Source: an optimization exercise on an open RTL-to-GDS flow (aim: small area, a short achievable clock period and few clock cycles per item). Production flows keep margins and buffers that such runs may drop.
Function was not checked in any run shown here: the RTL went through the layout flow alone.
Power and IR drop assume default switching activity.

<file path="design/flow/standard.sh">
#!/bin/bash
# synth_recipe.tcl (not shown) runs the flow's synth.tcl, then flattens the netlist and writes it again
# the make line also repeats each setting of config.mk as NAME=value (left out here)
make -C /OpenROAD-flow-scripts/flow DESIGN_CONFIG=/design/flow/config.mk WORK_HOME=/design/flow/orfs CLKGATE_MAP_FILE= SYNTH_SCRIPT=/design/flow/synth_recipe.tcl "${@:-finish}"
</file>
<file path="design/flow/constraint.sdc">
create_clock -name core_clock -period 6.0 [get_ports {clk}]
set_input_delay 1.2000 -clock core_clock [delete_from_list [all_inputs] [get_ports {clk}]]
set_output_delay 1.2000 -clock core_clock [all_outputs]
set_load 0.01 [all_outputs]
</file>
<file path="design/flow/design.v">
package jst_pkg;
  localparam int MaxDepth = 64;
  localparam int DepthW   = $clog2(MaxDepth + 1);
  localparam int CntW     = 24;
  localparam int CpW      = 21;
  localparam logic [3:0] EV_NONE      = 4'd0;
  localparam logic [3:0] EV_OBJ_OPEN  = 4'd1;
  localparam logic [3:0] EV_OBJ_CLOSE = 4'd2;
  localparam logic [3:0] EV_ARR_OPEN  = 4'd3;
  localparam logic [3:0] EV_ARR_CLOSE = 4'd4;
  localparam logic [3:0] EV_STR_CHAR  = 4'd5;
  localparam logic [3:0] EV_STR_END   = 4'd6;
  localparam logic [3:0] EV_KEY_END   = 4'd7;
  localparam logic [3:0] EV_TRUE      = 4'd8;
  localparam logic [3:0] EV_FALSE     = 4'd9;
  localparam logic [3:0] EV_NULL      = 4'd10;
  localparam logic [3:0] EV_NUM_CHAR  = 4'd11;
  localparam logic [3:0] EV_NUM_END   = 4'd12;
  localparam logic CMD_CHAR   = 1'b0;
  localparam logic CMD_FINISH = 1'b1;
  localparam int NFlags  = 12;
  localparam int F_WS    = 0;   
  localparam int F_NL    = 1;   
  localparam int F_DIG   = 2;   
  localparam int F_HEX   = 3;   
  localparam int F_CTRL  = 4;   
  localparam int F_QUOTE = 5;   
  localparam int F_BSL   = 6;   
  localparam int F_COMMA = 7;   
  localparam int F_RBRK  = 8;   
  localparam int F_RBRC  = 9;   
  localparam int F_LBRK  = 10;  
  localparam int F_LBRC  = 11;  
  function automatic logic [NFlags-1:0] byte_flags(input logic [7:0] b);
    logic [NFlags-1:0] f;
    logic              dig, hexl;
    dig        = b[7:4] == 4'h3 && (!b[3] || b[2:1] == 2'b00);
    hexl       = b[7:6] == 2'b01 && b[4:3] == 2'b00 && b[2:0] != 3'd0 && b[2:0] != 3'd7;
    f          = '0;
    f[F_WS]    = b == 8'h20 || b == 8'h09 || b == 8'h0A || b == 8'h0D;
    f[F_NL]    = b == 8'h0A;
    f[F_DIG]   = dig;
    f[F_HEX]   = dig || hexl;
    f[F_CTRL]  = b[7:5] == 3'b000;
    f[F_QUOTE] = b == 8'h22;
    f[F_BSL]   = b == 8'h5C;
    f[F_COMMA] = b == 8'h2C;
    f[F_RBRK]  = b == 8'h5D;
    f[F_RBRC]  = b == 8'h7D;
    f[F_LBRK]  = b == 8'h5B;
    f[F_LBRC]  = b == 8'h7B;
    byte_flags = f;
  endfunction
endpackage
module jst_core (
  input  logic        clk,
  input  logic        rst,
  input  logic        acc,
  input  logic        take,
  input  logic        pend,
  input  logic        cmd,
  input  logic [7:0]  char_byte,
  input  logic [jst_pkg::NFlags-1:0] flags,    
  output logic        two,
  output logic [3:0]  out_event_res,
  output logic        out_number_is_real,
  output logic        out_in_key,
  output logic [20:0] out_code_point,
  output logic [1:0]  out_status,
  output logic [23:0] out_line_number,
  output logic [23:0] out_column_number
);
  localparam int MaxDepth = jst_pkg::MaxDepth;
  localparam int DepthW   = jst_pkg::DepthW;
  localparam int CntW     = jst_pkg::CntW;
  localparam int CpW      = jst_pkg::CpW;
  localparam logic [4:0] S_VALUE   = 5'd0;
  localparam logic [4:0] S_DONE    = 5'd1;
  localparam logic [4:0] S_ERR     = 5'd2;
  localparam logic [4:0] S_AFTER   = 5'd3;
  localparam logic [4:0] S_KEY     = 5'd4;
  localparam logic [4:0] S_COLON   = 5'd5;
  localparam logic [4:0] S_COMMA   = 5'd6;
  localparam logic [4:0] S_T1      = 5'd7;
  localparam logic [4:0] S_T2      = 5'd8;
  localparam logic [4:0] S_T3      = 5'd9;
  localparam logic [4:0] S_F1      = 5'd10;
  localparam logic [4:0] S_F2      = 5'd11;
  localparam logic [4:0] S_F3      = 5'd12;
  localparam logic [4:0] S_F4      = 5'd13;
  localparam logic [4:0] S_N1      = 5'd14;
  localparam logic [4:0] S_N2      = 5'd15;
  localparam logic [4:0] S_N3      = 5'd16;
  localparam logic [4:0] S_STR     = 5'd17;
  localparam logic [4:0] S_ESC     = 5'd18;
  localparam logic [4:0] S_UHEX    = 5'd19;
  localparam logic [4:0] S_PB      = 5'd20;
  localparam logic [4:0] S_PU      = 5'd21;
  localparam logic [4:0] S_LHEX    = 5'd22;
  localparam logic [4:0] S_SIGN    = 5'd23;
  localparam logic [4:0] S_DOT     = 5'd24;
  localparam logic [4:0] S_EXP     = 5'd25;
  localparam logic [4:0] S_EXPSIGN = 5'd26;
  localparam logic [4:0] S_NUM     = 5'd28;
  localparam logic [4:0] S_ZERO    = 5'd29;
  localparam logic [4:0] S_FRAC    = 5'd30;
  localparam logic [4:0] S_EXPNUM  = 5'd31;
  logic [4:0]        state, state_next;
  logic [DepthW-1:0] depth, depth_next;
  logic              just_opened, just_opened_next;
  logic [1:0]        hex_idx, hex_idx_next;
  logic              str_key, str_key_next;
  logic [MaxDepth-1:0] stk;           
  logic              push, pop, push_kind;
  logic [CntW-1:0]   line, line_next;
  logic [CntW-1:0]   col, col_next;
  logic [CpW-1:0]    cp, cp_next;
  logic [3:0]        ev, ev0;
  logic              real_q, real0;
  logic              close_kind, close_kind0;
  logic [7:0]        b;
  logic              ws, nl, dig, hexv, ctrl, quote, bsl, comma, rbrk, rbrc, lbrk, lbrc;
  logic [3:0]        hv;
  logic              in_num, num_cont, top_obj, dnz, d1;
  logic [4:0]        vdone;
  localparam logic [CntW-1:0] CntMax = '1;
  assign b       = char_byte;
  assign ws      = flags[jst_pkg::F_WS];
  assign nl      = flags[jst_pkg::F_NL];
  assign dig     = flags[jst_pkg::F_DIG];
  assign hexv    = flags[jst_pkg::F_HEX];
  assign ctrl    = flags[jst_pkg::F_CTRL];
  assign quote   = flags[jst_pkg::F_QUOTE];
  assign bsl     = flags[jst_pkg::F_BSL];
  assign comma   = flags[jst_pkg::F_COMMA];
  assign rbrk    = flags[jst_pkg::F_RBRK];
  assign rbrc    = flags[jst_pkg::F_RBRC];
  assign lbrk    = flags[jst_pkg::F_LBRK];
  assign lbrc    = flags[jst_pkg::F_LBRC];
  assign hv      = dig ? b[3:0] : {1'b1, b[2:0] + 3'd1};
  assign top_obj = stk[0];
  assign dnz     = depth != '0;
  assign d1      = depth == DepthW'(1);
  assign vdone   = dnz ? S_COMMA : S_DONE;
  assign in_num  = state[4:2] == 3'b111;
  assign num_cont = (state != S_ZERO && dig) ||
                    (b == "." && (state == S_NUM || state == S_ZERO)) ||
                    ((b == "e" || b == "E") && state != S_EXPNUM);
  always_comb begin
    state_next       = state;
    depth_next       = depth;
    just_opened_next = just_opened;
    push             = 1'b0;
    pop              = 1'b0;
    push_kind        = 1'b0;
    ev0              = jst_pkg::EV_NONE;
    real0            = 1'b0;
    close_kind0      = 1'b0;
    two              = 1'b0;
    line_next        = line;
    col_next         = col;
    if (cmd == jst_pkg::CMD_FINISH) begin
      if (in_num) begin
        ev0        = jst_pkg::EV_NUM_END;
        real0      = state[1];
        state_next = vdone;
      end
    end else begin
      if (nl) begin
        if (line != CntMax) line_next = line + CntW'(1);
        col_next = '0;
      end else if (col != CntMax) begin
        col_next = col + CntW'(1);
      end
      case (state)
        S_VALUE: begin
          if (!ws) begin
            if (lbrc || lbrk) begin
              if (depth[DepthW-1]) state_next = S_ERR;
              else begin
                push             = 1'b1;
                push_kind        = lbrc;
                depth_next       = depth + DepthW'(1);
                just_opened_next = 1'b1;
                ev0              = push_kind ? jst_pkg::EV_OBJ_OPEN : jst_pkg::EV_ARR_OPEN;
                state_next       = push_kind ? S_KEY : S_VALUE;
              end
            end else if (b == "t") state_next = S_T1;
            else if (b == "f") state_next = S_F1;
            else if (b == "n") state_next = S_N1;
            else if (quote) state_next = S_STR; else if (b == "-" || dig) begin
              ev0        = jst_pkg::EV_NUM_CHAR;
              state_next = (b == "-") ? S_SIGN : (b == "0") ? S_ZERO : S_NUM;
            end else if (rbrk && dnz && !top_obj && just_opened) begin
              ev0        = jst_pkg::EV_ARR_CLOSE;
              pop        = 1'b1;
              state_next = d1 ? S_DONE : S_COMMA;
            end else state_next = S_ERR;
          end
        end
        S_KEY: begin
          if (!ws) begin
            if (quote) state_next = S_STR;
            else if (rbrc && just_opened) begin
              ev0        = jst_pkg::EV_OBJ_CLOSE;
              pop        = 1'b1;
              state_next = d1 ? S_DONE : S_COMMA;
            end else state_next = S_ERR;
          end
        end
        S_COLON: if (!ws) state_next = (b == ":") ? S_VALUE : S_ERR;
        S_T1: state_next = (b == "r") ? S_T2 : S_ERR;
        S_T2: state_next = (b == "u") ? S_T3 : S_ERR;
        S_F1: state_next = (b == "a") ? S_F2 : S_ERR;
        S_F2: state_next = (b == "l") ? S_F3 : S_ERR;
        S_F3: state_next = (b == "s") ? S_F4 : S_ERR;
        S_N1: state_next = (b == "u") ? S_N2 : S_ERR;
        S_N2: state_next = (b == "l") ? S_N3 : S_ERR;
        S_T3, S_F4: begin
          if (b == "e") begin
            ev0        = (state == S_T3) ? jst_pkg::EV_TRUE : jst_pkg::EV_FALSE;
            state_next = vdone;
          end else state_next = S_ERR;
        end
        S_N3: begin
          if (b == "l") begin
            ev0        = jst_pkg::EV_NULL;
            state_next = vdone;
          end else state_next = S_ERR;
        end
        S_STR: begin
          if (quote) begin
            ev0        = str_key ? jst_pkg::EV_KEY_END : jst_pkg::EV_STR_END;
            state_next = str_key ? S_COLON : vdone;
          end else if (bsl) state_next = S_ESC;
          else if (ctrl) state_next = S_ERR;
          else ev0 = jst_pkg::EV_STR_CHAR;
        end
        S_ESC: begin
          ev0        = jst_pkg::EV_STR_CHAR;
          state_next = S_STR;
          if (b == "u") begin
            ev0        = jst_pkg::EV_NONE;
            state_next = S_UHEX;
          end else if (!(quote || bsl || b == "/" || b == "b" || b == "f" ||
                         b == "n" || b == "r" || b == "t")) begin
            ev0        = jst_pkg::EV_NONE;
            state_next = S_ERR;
          end
        end
        S_UHEX: begin
          if (!hexv) state_next = S_ERR;
          else if (hex_idx == 2'd3) begin
            if (cp[11:6] == 6'b110110) state_next = S_PB;
            else begin
              ev0        = jst_pkg::EV_STR_CHAR;
              state_next = S_STR;
            end
          end
        end
        S_PB: state_next = (bsl) ? S_PU : S_ERR;
        S_PU: state_next = (b == "u") ? S_LHEX : S_ERR;
        S_LHEX: begin
          if (!hexv) state_next = S_ERR;
          else if (hex_idx == 2'd3) begin
            if (!cp[10]) begin
              ev0        = jst_pkg::EV_STR_CHAR;
              state_next = S_STR;
            end else state_next = S_ERR;
          end
        end
        S_SIGN, S_DOT, S_EXPSIGN: begin
          if (dig) begin
            ev0        = jst_pkg::EV_NUM_CHAR;
            state_next = (state == S_SIGN) ? ((b == "0") ? S_ZERO : S_NUM) :
                         (state == S_DOT) ? S_FRAC : S_EXPNUM;
          end else state_next = S_ERR;
        end
        S_EXP: begin
          if (dig || b == "-" || b == "+") begin
            ev0        = jst_pkg::EV_NUM_CHAR;
            state_next = dig ? S_EXPNUM : S_EXPSIGN;
          end else state_next = S_ERR;
        end
        S_NUM, S_ZERO, S_FRAC, S_EXPNUM: begin
          if (num_cont) begin
            ev0 = jst_pkg::EV_NUM_CHAR;
            if (b == ".") state_next = S_DOT;
            else if (b == "e" || b == "E") state_next = S_EXP;
          end else begin
            ev0   = jst_pkg::EV_NUM_END;
            real0 = state[1];
            if (!dnz) begin
              state_next = ws ? S_DONE : S_AFTER;
            end else if (ws) begin
              state_next = S_COMMA;
            end else if (comma) begin
              just_opened_next = 1'b0;
              state_next       = top_obj ? S_KEY : S_VALUE;
            end else if ((rbrc && top_obj) || (rbrk && !top_obj)) begin
              two         = 1'b1;
              close_kind0 = top_obj;
              pop         = 1'b1;
              state_next  = d1 ? S_DONE : S_COMMA;
            end else state_next = S_ERR;
          end
        end
        S_DONE: if (!ws) state_next = S_AFTER;
        S_COMMA: begin
          if (ws) begin
          end else if (comma) begin
            just_opened_next = 1'b0;
            state_next       = top_obj ? S_KEY : S_VALUE;
          end else if ((rbrc && top_obj) || (rbrk && !top_obj)) begin
            ev0        = top_obj ? jst_pkg::EV_OBJ_CLOSE : jst_pkg::EV_ARR_CLOSE;
            pop        = 1'b1;
            state_next = d1 ? S_DONE : S_COMMA;
          end else state_next = S_ERR;
        end
        default: begin
        end
      endcase
      if (pop) depth_next = depth - DepthW'(1);
    end
  end
  always_comb begin
    hex_idx_next = (state == S_UHEX || state == S_LHEX) ? hex_idx + 2'd1 : 2'd0;
    str_key_next = (state == S_KEY) ? 1'b1 : (state == S_VALUE) ? 1'b0 : str_key;
    cp_next      = CpW'(b);
    case (state)
      S_ESC: begin
        case (b)
          "b":     cp_next = CpW'(8'h08);
          "f":     cp_next = CpW'(8'h0C);
          "n":     cp_next = CpW'(8'h0A);
          "r":     cp_next = CpW'(8'h0D);
          "t":     cp_next = CpW'(8'h09);
          default: cp_next = CpW'(b);
        endcase
      end
      S_UHEX: begin
        cp_next = {5'd0, cp[11:0], hv};
        if (hex_idx == 2'd3 && cp[11:6] == 6'b110110) cp_next[20:11] = {cp[5:0], hv};
      end
      S_PB, S_PU: cp_next = cp;
      S_LHEX: begin
        cp_next      = cp;
        cp_next[9:0] = {cp[5:0], hv};
        if (hex_idx == 2'd0) cp_next[10] = hv != 4'hD;
        if (hex_idx == 2'd1) cp_next[10] = cp[10] || hv[3:2] != 2'b11;
        if (hex_idx == 2'd3) cp_next[20:10] = {1'b0, cp[20:11]} + 11'h040;
      end
      default: ;
    endcase
  end
  always_ff @(posedge clk) begin
    if (acc && cmd == jst_pkg::CMD_CHAR) begin
      hex_idx <= hex_idx_next;
      str_key <= str_key_next;
      cp      <= cp_next;
    end
  end
  always_ff @(posedge clk) begin
    if (rst) begin
      state <= S_VALUE;
      depth <= '0;
      line  <= '0;
      col   <= '0;
    end else if (acc) begin
      state <= state_next;
      depth <= depth_next;
      line  <= line_next;
      col   <= col_next;
    end
  end
  always_ff @(posedge clk) begin
    if (acc) begin
      just_opened <= just_opened_next;
      ev          <= ev0;
      real_q      <= real0;
      close_kind  <= close_kind0;
    end else if (take && pend) begin
      ev     <= close_kind ? jst_pkg::EV_OBJ_CLOSE : jst_pkg::EV_ARR_CLOSE;
      real_q <= 1'b0;
    end
  end
  logic sh_push, sh_pop, sh_hold;
  assign sh_push = acc && push;
  assign sh_pop  = acc && pop;
  assign sh_hold = !(sh_push || sh_pop);
  always_ff @(posedge clk) begin
    stk <= ({stk[MaxDepth-2:0], push_kind} & {MaxDepth{sh_push}}) |
           ({1'b0, stk[MaxDepth-1:1]} & {MaxDepth{sh_pop}}) |
           (stk & {MaxDepth{sh_hold}});
  end
  assign out_event_res      = ev;
  assign out_number_is_real = real_q;
  assign out_in_key         = str_key && (ev == jst_pkg::EV_STR_CHAR || ev == jst_pkg::EV_KEY_END);
  assign out_code_point     = (ev == jst_pkg::EV_STR_CHAR || ev == jst_pkg::EV_NUM_CHAR) ? cp : '0;
  assign out_status         = (state[4:2] == 3'b000) ? state[1:0] : 2'd0;
  assign out_line_number    = line;
  assign out_column_number  = col;
endmodule
module jst_queue (
  input  logic       clk,
  input  logic       rst,
  input  logic       in_valid,
  output logic       in_ready,
  input  logic       in_cmd,
  input  logic [7:0] in_char_byte,
  input  logic       out_ready,
  output logic       out_valid,
  input  logic       two,         
  output logic       go,          
  output logic       cmd,         
  output logic [7:0] char_byte,
  output logic [jst_pkg::NFlags-1:0] flags,   
  output logic       pend         
);
  logic a_v, a_v_next, out_valid_next, take, in_acc;
  logic free_q;   
  logic npend;    
  assign take     = out_valid && out_ready;
  assign go       = a_v && (!out_valid || (out_ready && !pend));
  assign in_ready = free_q || (out_ready && npend);
  assign in_acc   = in_valid && in_ready;
  always_comb begin
    a_v_next       = in_ready ? in_valid : a_v;
    out_valid_next = go ? 1'b1 : (take && !pend) ? 1'b0 : out_valid;
    if (rst) begin
      a_v_next       = 1'b0;
      out_valid_next = 1'b0;
    end
  end
  always_ff @(posedge clk) begin
    a_v       <= a_v_next;
    out_valid <= out_valid_next;
    free_q    <= !a_v_next || !out_valid_next;
  end
  always_ff @(posedge clk) begin
    if (in_acc) begin
      cmd       <= in_cmd;
      char_byte <= in_char_byte;
      flags     <= jst_pkg::byte_flags(in_char_byte);
    end
  end
  always_ff @(posedge clk) begin
    if (go) begin
      pend  <= two;
      npend <= !two;
    end else if (take) begin
      pend  <= 1'b0;
      npend <= 1'b1;
    end
  end
endmodule
module json_stream_tokenizer_top (
  input  logic        clk,
  input  logic        rst,
  input  logic        in_valid,
  output logic        in_ready,
  input  logic        in_cmd,
  input  logic [7:0]  in_char_byte,
  output logic        out_valid,
  input  logic        out_ready,
  output logic [3:0]  out_event_res,
  output logic        out_number_is_real,
  output logic        out_in_key,
  output logic [20:0] out_code_point,
  output logic [1:0]  out_status,
  output logic [23:0] out_line_number,
  output logic [23:0] out_column_number,
  output logic        out_last_of_run
);
  logic       go, take, pend, two;
  logic       cmd;
  logic [7:0] char_byte;
  logic [jst_pkg::NFlags-1:0] flags;
  assign take = out_valid && out_ready;
  jst_queue u_queue (
    .clk       (clk),
    .rst       (rst),
    .in_valid  (in_valid),
    .in_ready  (in_ready),
    .in_cmd    (in_cmd),
    .in_char_byte (in_char_byte),
    .out_ready (out_ready),
    .out_valid (out_valid),
    .two       (two),
    .go        (go),
    .cmd       (cmd),
    .char_byte (char_byte),
    .flags     (flags),
    .pend      (pend)
  );
  jst_core u_core (
    .clk                (clk),
    .rst                (rst),
    .acc                (go),
    .take               (take),
    .pend               (pend),
    .cmd                (cmd),
    .char_byte          (char_byte),
    .flags              (flags),
    .two                (two),
    .out_event_res      (out_event_res),
    .out_number_is_real (out_number_is_real),
    .out_in_key         (out_in_key),
    .out_code_point     (out_code_point),
    .out_status         (out_status),
    .out_line_number    (out_line_number),
    .out_column_number  (out_column_number)
  );
  assign out_last_of_run = !pend;
endmodule
</file>
<file path="design/flow/config.mk">
export PLATFORM = sky130hd
export DESIGN_NAME = json_stream_tokenizer_top
export DESIGN_NICKNAME = json_stream_tokenizer_top
export VERILOG_FILES = /design/flow/design.v
export SDC_FILE = /design/flow/constraint.sdc
export NUM_CORES = 4
export LEC_CHECK = 0
export CAP_MARGIN = 20
export CORE_MARGIN = 2
export CORE_UTILIZATION = 40
export SETUP_SLACK_MARGIN = 3.2
export SLEW_MARGIN = 20
</file>
<file path="design/flow/flow/run.sh">
#!/bin/bash
# Standard layout, with the port buffers inserted as buf_2 cells instead of the
# delay-buffer cell that buffer_ports picks by default.
set -euo pipefail
export BUFFER_PORTS_ARGS="-buffer_cell sky130_fd_sc_hd__buf_2"
bash standard.sh finish > standard_finish.log 2>&1
</file>
==> results of run 1 <==
-- worst max-delay path, stage by stage --
cell and delay (ps):
buf_8 100, a21oi_4 150, inv_1 50, buf_2 130
-- sequential cells by signal, summed over array words and instances, names as in the netlist, 2 cells and up --
name               count
u_queue.char_byte      8
u_core.line           24
u_core.state           5
u_core.hex_idx         2
u_core.cp             21
u_core.depth           7
u_core.col            24
u_queue.flags         12
u_core.stk            64
u_core.ev              4
-- metal layers --
metal  track usage [%]  routed length, µm  part of all wire (%)
met4              7.75                835                   2.9
met3              4.44               2280                   7.9
met1              30.2              12900                    45
met5                 0                  0                     0
met2              33.9              12900                    45
-- cell usage after synthesis (7+ instances only) --
master and count:
ha_1 13, and2_1 13, nor2_1 96, and3_1 35
xnor2_1 15, edfxtp_1 54, buf_2 11, nor2b_1 12
a21oi_1 51, and4_1 7, nand2_1 81, buf_1 10
inv_1 101, nor3b_1 8, o211ai_1 12, nand2b_1 7
clkbuf_1 49, a22oi_1 64, mux2i_1 7, nand3_1 50
a31oi_1 16, dfxtp_1 127, nor3_1 22, o21ai_0 114
xor2_1 24, nand4_1 26, or3_1 20, nor4_1 15
-- area by class of cell --
cell class / count / area (µm²)
Clock buffer: 20 / 458
Multi-Input combinational cell: 833 / 5470
Clock inverter: 12 / 159
Fill cell: 2286 / 12300
Tap cell: 324 / 405
Sequential cell: 181 / 4170
Timing Repair Buffer: 146 / 987
Inverter: 101 / 383
-- cells by family (layout without fill, tap and decap cells) --
group | after synthesis | count (layout) | synth area share (%)
AOI/OAI and AO/OA | 333 | 335 | 22.0
adders and majority gates | 13 | 13 | 1.64
muxes | 10 | 10 | 1.05
xor gates and xnor gates | 39 | 39 | 3.44
and+or+nand+nor | 435 | 436 | 23.3
DFF | 181 | 181 | 42.0
buffers and inverters | 172 | 279 | 6.66
-- path summary, 6_finish.rpt --
kind                     from               to  slack, ps  cells after the start
max                 out_ready         in_ready       3160                      4
min            u_core.stk[63]   u_core.stk[63]        470                      2
max reg2reg  u_queue.flags[2]  u_core.depth[3]       3260                      8
min reg2reg    u_core.stk[63]   u_core.stk[63]        470                      2
-- metrics by stage --
stage	area (µm²)	util [%]
6_report	12000	49.5
2_1_floorplan	9940	-
3_5_place_dp	10600	43.6
3_3_place_gp	10600	43.6
5_1_grt	12000	49.5
4_1_cts	11700	48.2
-- power by group --
part           total [µW]  switching (µW)  leakage (µW)  internal, µW
logic                 227             141       0.00251          86.3
registers            1330            43.3       0.00154          1290
clock network        1170             518      0.000303           656
-- timing repair --
action,4_1_cts,5_1_grt
setup buffers,25,15
endpoints found under the setup margin,173,123
cloned,5,0
resized for setup,61,42
pin swaps,16,7
==> flow_summary.toml, run 1 <==
[synthesis]
netlist_area_um2 = 9920
syn-instance-count = 1183
ys_async_sr_fraction_pct = 0
syn_area_per_cell_um2 = 8.38
yosysWarnings = 2
synth_edf_count = 54
synth.net_count = 1209
synthTopCellsByArea = "dfxtp_1 26%, edfxtp_1 16%, o21ai_0 5.8%"
synth.top_cell.area_share_pct = 25.6
synth_largest_area_cell = "dfxtp_1"
seq_area_frac_synth_pct = 42.0
yosysUniqueCellTypes = 74
synth-seq-cells = 181
ys.flop_type = "dfxtp_1"

[clock_tree]
holdBufCountCts = 0
clock_path_buffers = 2
clockRootBuffer = "clkbuf_16"
cts_num_sinks = 181
cts_max_level = 4
clkLatencyLatePin_ps = 440
numCtsBuffers = 17
clk_pin_slew_worst_paths_ps = 70
cts_tree = "yes"

[floorplan]
die_area_um2 = 26100
die_w_um = 161
core_um2 = 24300
die_y_um = 161
rows = 57
start_util_pct = 40.8
ios = 93

[global_route]
grt_overflow_total = 0
grt_pass1_vias = 8697
grt_max_degree = 43
antenna_found_initial = 0
grt_use_total_pct = 21.8
grt_first_pass_wirelength_um = 46300

[sta]
timing.final.hold_violations = 0
relSlewSlack_pct = 47.7
min_period_ps = 2840
drv_slew = 0
rsz0062_at_grt = "true"
holdWs_ps = 470
finalSetupTns_ps = 0
finalSetupViolCount = 0
skew_ps = 15.4
post-route-period-util_pct = 47.4
worst_pin_slew_ps = 783
fmax_mhz = 352
layout_setup_ws_ps = 3160

[routing]
vias = 9477
wl_um = 28900
first_iter_violations = 923
avgViaCountPerCell = 5.86
drc_errors = 0
drtPass1Iterations = 8
postRouteAntennaNets = 0
post_drt_wl_per_cell_um = 17.9

[power]
p_per_area_nw_per_um2 = 227
power.total_uw = 2730
p_leak_uw = 0.00436
max-vdd-ir-drop_uv = 180

[min_path]
hold_path_class = "reg -> reg"

[placement]
placed_cells = 1539
post-place-ws_ps = 2140
io_buffer_count = 92
place.gp.congestion = 1.02
post-dp-hpwl_um = 19000

[cells_and_area]
diodes = 0
synthToLayoutAreaGrowth_pct = 21.4
final_cell_mix = "124 x dfxtp_1, 110 x o21ai_0, 100 x inv_1, 87 x nor2_1, 85 x buf_2"
layout.cells.non_filler = 1617
nets = 1306
layout_commonest_cell = "dfxtp_1"
drive_above_1_share_pct = 19.3

[worst_setup_path]
worst_setup_path_end_kind = "output port"
worst_ep_arrival_time_ps = 1640
cp_max_fo = 3
cp-start-kind = "input port"
worstPathRequired_ps = 4800
worstSetupPathType = "in -> out"

[run_status]
outcome = "finished clean"

[run]
cap_violations = 0
==> inputs of run 2 (changes only) <==
--- a/design/flow/design.v
+++ b/design/flow/design.v
@@ -118,6 +118,8 @@
   logic [3:0]        ev, ev0;
   logic              real_q, real0;
   logic              close_kind, close_kind0;
+  logic [1:0]        status_q;
+  logic              key_q, cpen_q;
   logic [7:0]        b;
   logic              ws, nl, dig, hexv, ctrl, quote, bsl, comma, rbrk, rbrc, lbrk, lbrc;
   logic [3:0]        hv;
@@ -379,6 +381,9 @@
       ev          <= ev0;
       real_q      <= real0;
       close_kind  <= close_kind0;
+      status_q    <= (state_next[4:2] == 3'b000) ? state_next[1:0] : 2'd0;
+      key_q       <= str_key_next && (ev0 == jst_pkg::EV_STR_CHAR || ev0 == jst_pkg::EV_KEY_END);
+      cpen_q      <= ev0 == jst_pkg::EV_STR_CHAR || ev0 == jst_pkg::EV_NUM_CHAR;
     end else if (take && pend) begin
       ev     <= close_kind ? jst_pkg::EV_OBJ_CLOSE : jst_pkg::EV_ARR_CLOSE;
       real_q <= 1'b0;
@@ -395,9 +400,9 @@
   end
   assign out_event_res      = ev;
   assign out_number_is_real = real_q;
-  assign out_in_key         = str_key && (ev == jst_pkg::EV_STR_CHAR || ev == jst_pkg::EV_KEY_END);
-  assign out_code_point     = (ev == jst_pkg::EV_STR_CHAR || ev == jst_pkg::EV_NUM_CHAR) ? cp : '0;
-  assign out_status         = (state[4:2] == 3'b000) ? state[1:0] : 2'd0;
+  assign out_in_key         = key_q;
+  assign out_code_point     = cp & {CpW{cpen_q}};
+  assign out_status         = status_q;
   assign out_line_number    = line;
   assign out_column_number  = col;
 endmodule
@@ -419,10 +424,9 @@
 );
   logic a_v, a_v_next, out_valid_next, take, in_acc;
   logic free_q;   
-  logic npend;    
   assign take     = out_valid && out_ready;
   assign go       = a_v && (!out_valid || (out_ready && !pend));
-  assign in_ready = free_q || (out_ready && npend);
+  assign in_ready = free_q || (out_ready && !pend);
   assign in_acc   = in_valid && in_ready;
   always_comb begin
     a_v_next       = in_ready ? in_valid : a_v;
@@ -445,13 +449,8 @@
     end
   end
   always_ff @(posedge clk) begin
-    if (go) begin
-      pend  <= two;
-      npend <= !two;
-    end else if (take) begin
-      pend  <= 1'b0;
-      npend <= 1'b1;
-    end
+    if (go) pend <= two;
+    else if (take) pend <= 1'b0;
   end
 endmodule
 module json_stream_tokenizer_top (
==> run 2 against run 1 <==
Against the previous run: still clean; clock skew rose by 3.7 ps; sequential power barely moved; via count rose by 3.6%; critical endpoint unchanged; largest cell class unchanged; highest routed layer unchanged.
==> flow_summary.toml, run 2 <==
[clock_tree]
cts_max_level = 4
cts_num_sinks = 184
numCtsBuffers = 17
clockRootBuffer = "clkbuf_16"
cts_tree = "yes"
clk_pin_slew_worst_paths_ps = 80
clkLatencyLatePin_ps = 450
clock_path_buffers = 2

[placement]
post-dp-hpwl_um = 19700
post-place-ws_ps = 1670
placed_cells = 1574
io_buffer_count = 92
place.gp.congestion = 0.977

[sta]
drv_slew = 0
timing.final.hold_violations = 0
finalSetupViolCount = 0
layout_setup_ws_ps = 3010
relSlewSlack_pct = 31.7
worst_pin_slew_ps = 1020
fmax_mhz = 335
min_period_ps = 2990
post-route-period-util_pct = 49.8
holdWs_ps = 472
skew_ps = 19.0
rsz0062_at_grt = "true"
finalSetupTns_ps = 0

[worst_setup_path]
cp_max_fo = 3
crit_chain = "buf_6 > and2b_2 > nor2_4 > inv_2 > buf_6"
timing.rr.end = "u_core.status_q[0]"
cp-start-kind = "input port"
crit_top_cell = "buf_6"
r2r_slack_ps = 3210
worst_ep_arrival_time_ps = 1790
worst_setup_path_end_kind = "output port"
worstSetupPathType = "in -> out"
rr_startpoint = "u_queue.char_byte[0]"
crit_slowest_cell = "and2b_2"
rr_worst_depth = 9
worst_path_largest_cell_delay_ps = 210
startpoint = "out_ready"
worstPathRequired_ps = 4800

[routing]
drtPass1Iterations = 6
postRouteAntennaNets = 0
post_drt_wl_per_cell_um = 18.4
drc_errors = 0
first_iter_violations = 944
wl_um = 30600
vias = 9819
avgViaCountPerCell = 5.91

[power]
p_leak_uw = 0.00438
max-vdd-ir-drop_uv = 196
p_per_area_nw_per_um2 = 237

[cells_and_area]
final_cell_mix = "153 x nand2_1, 124 x dfxtp_1, 100 x o21ai_0, 97 x nor2_1, 90 x buf_2"
reg_top3 = "u_core.stk x64, u_core.col x24, u_core.line x24"
nets = 1346
layout.cells.non_filler = 1662
drive_above_1_share_pct = 19.8
layout_commonest_cell = "nand2_1"
largest_register = "u_core.stk"
diodes = 0
largest_register_ffs = 64
synthToLayoutAreaGrowth_pct = 19.3
fin_util_pct = 48.9

[synthesis]
yosysWarnings = 2
ys_async_sr_fraction_pct = 0
netlist_area_um2 = 10300
synth.net_count = 1245
synth_largest_area_cell = "dfxtp_1"
yosysMostFrequentCell = "nand2_1"
seq_area_frac_synth_pct = 41.1
synthTopCellsByArea = "dfxtp_1 25%, edfxtp_1 17%, nand2_1 5.6%"
yosysUniqueCellTypes = 93
synth_commonest_cells = "155 x nand2_1, 127 x dfxtp_1, 102 x o21ai_0, 100 x nor2_1, 63 x a22oi_1"
syn_area_per_cell_um2 = 8.49
synth.top_cell.area_share_pct = 24.6
ys.flop_type = "dfxtp_1"
syn-instance-count = 1218
synth-seq-cells = 184
synth_edf_count = 57

[global_route]
grt_overflow_total = 0
use_met2_pct = 33.3
gr-usage-met1_pct = 31.0
use_met3_pct = 4.45
grt_first_pass_wirelength_um = 48300
grt_pass1_vias = 9014
grt_max_degree = 66
busiest_layer = "met2"
grt_use_total_pct = 22.2
antenna_found_initial = 0

[floorplan]
start_util_pct = 40.9
die_area_um2 = 27200
core_um2 = 25300
ios = 93
die_w_um = 165
rows = 58
die_y_um = 165

[min_path]
holdPathStages = 1
min-delay-start = "u_core.stk[63]"
whs_endpoint = "u_core.stk[63]"
hold_path_class = "reg -> reg"

[run]
cap_violations = 0

[run_status]
outcome = "finished clean"
==> run 2: changes by cell type after synthesis, moves of 9 or more <==
cell | previous run | this run
nor3_1 | 22 | 31
xnor2_1 | 15 | 27
buf_4 | 0 | 9
and3_1 | 35 | 17
and2_1 | 13 | 28
inv_1 | 101 | 35
nand2_1 | 81 | 155
clkbuf_1 | 49 | 40
o21ai_0 | 114 | 102
==> run 2: report_power, final <==
group	switching, µW	total, µW	internal [µW]	leakage [µW]
clock network	615	1200	586	0.000307
logic	228	365	137	0.00249
registers	46.3	1360	1310	0.00158
==> run 2: cell type report <==
class / instances / area, µm²
clock inverter: 15 / 205
sequential: 184 / 4260
timing repair buffer: 156 / 1010
tap: 330 / 413
clock buffer: 17 / 425
multi-input combinational: 923 / 5870
fill: 2415 / 12900
inverter: 37 / 153
==> run 2: logic make-up (layout without fill, tap and decap cells) <==
| logic type | count (synthesis) | in the layout | synth area share, % |
|---|---|---|---|
| xor gates and xnor gates | 47 | 47 | 3.98 |
| adders and majority gates | 14 | 14 | 1.69 |
| AOI/OAI and AO/OA | 318 | 318 | 20.1 |
| DFF | 184 | 184 | 41.1 |
| buffers and inverters | 114 | 225 | 5.25 |
| and+or+nand+nor | 534 | 537 | 27.1 |
| muxes | 7 | 7 | 0.702 |
==> run 2: metrics by stage <==
| step | power (µW) | area [µm²] |
|---|---|---|
| 6_report | 2920 | 12300 |
| 3_5_place_dp | 1680 | 10900 |
| 3_3_place_gp | 1680 | 10900 |
| 5_1_grt | 3030 | 12300 |
| 4_1_cts | 2920 | 12000 |
| 2_1_floorplan | 1600 | 10400 |
==> run 2: what timing repair did <==
item                       CTS  global route
pin swaps                    9             9
gates resized for setup     41            34
setup endpoints to repair  134           106
setup buffers               32            20
hold buffers                 0             0
cloned                       2             2
==> run 2: metal layers <==
metal	share of wire [%]	up-vias
met4	3.1	0
met1	46	4613
met2	44	430
met3	7.3	78
met5	0	-
li1	-	4698
==> run 2: how the worst max path moves through the flow <==
stage,end,slack [ps]
6_report,in_ready,3010
5_1_grt,in_ready,2980
4_1_cts,in_ready,2990
3_5_place_dp,u_core.stk[45],1670
3_3_place_gp,u_core.stk[39],1780
2_1_floorplan,u_core.col[21],3160
==> run 2: critical path, delay by kind of cell <==
kind | cells | cell delay (ps)
buffers and inverters | 3 | 260
AND/OR/NAND/NOR | 2 | 330

-- separate check: timing with driven ports --
In the flow no input, the clock included, has a driving cell. The finished layouts below were timed again as built, in two steps. Step 1 assumes that a clkbuf_16 drives the clock port and a buf_2 every other input. Step 2 moves the port delays by t, midway between the first and last clock arrival at a register: inputs arrive t later, outputs are due t later. That takes back most of the time a late clock gives input paths. a / b / c = no drivers / after step 1 / after step 2; a / b = the first two.
run	shift t [ns]	setup slack, ns	worst setup path after step 2	slew at the worst register clock pin (ns)	worst slew at a driven data input, ns
run 1	0.477	3.158 / 3.107 / 2.793	input to register	0.08 / 0.08	0.07
run 2	0.489	3.012 / 2.967 / 2.890	input to register	0.09 / 0.09	0.06
After both steps every run listed still meets setup and hold. For run 1, which loses most, drivers alone change the setup slack by -0.051 ns; drivers and shift together by -0.365 ns.
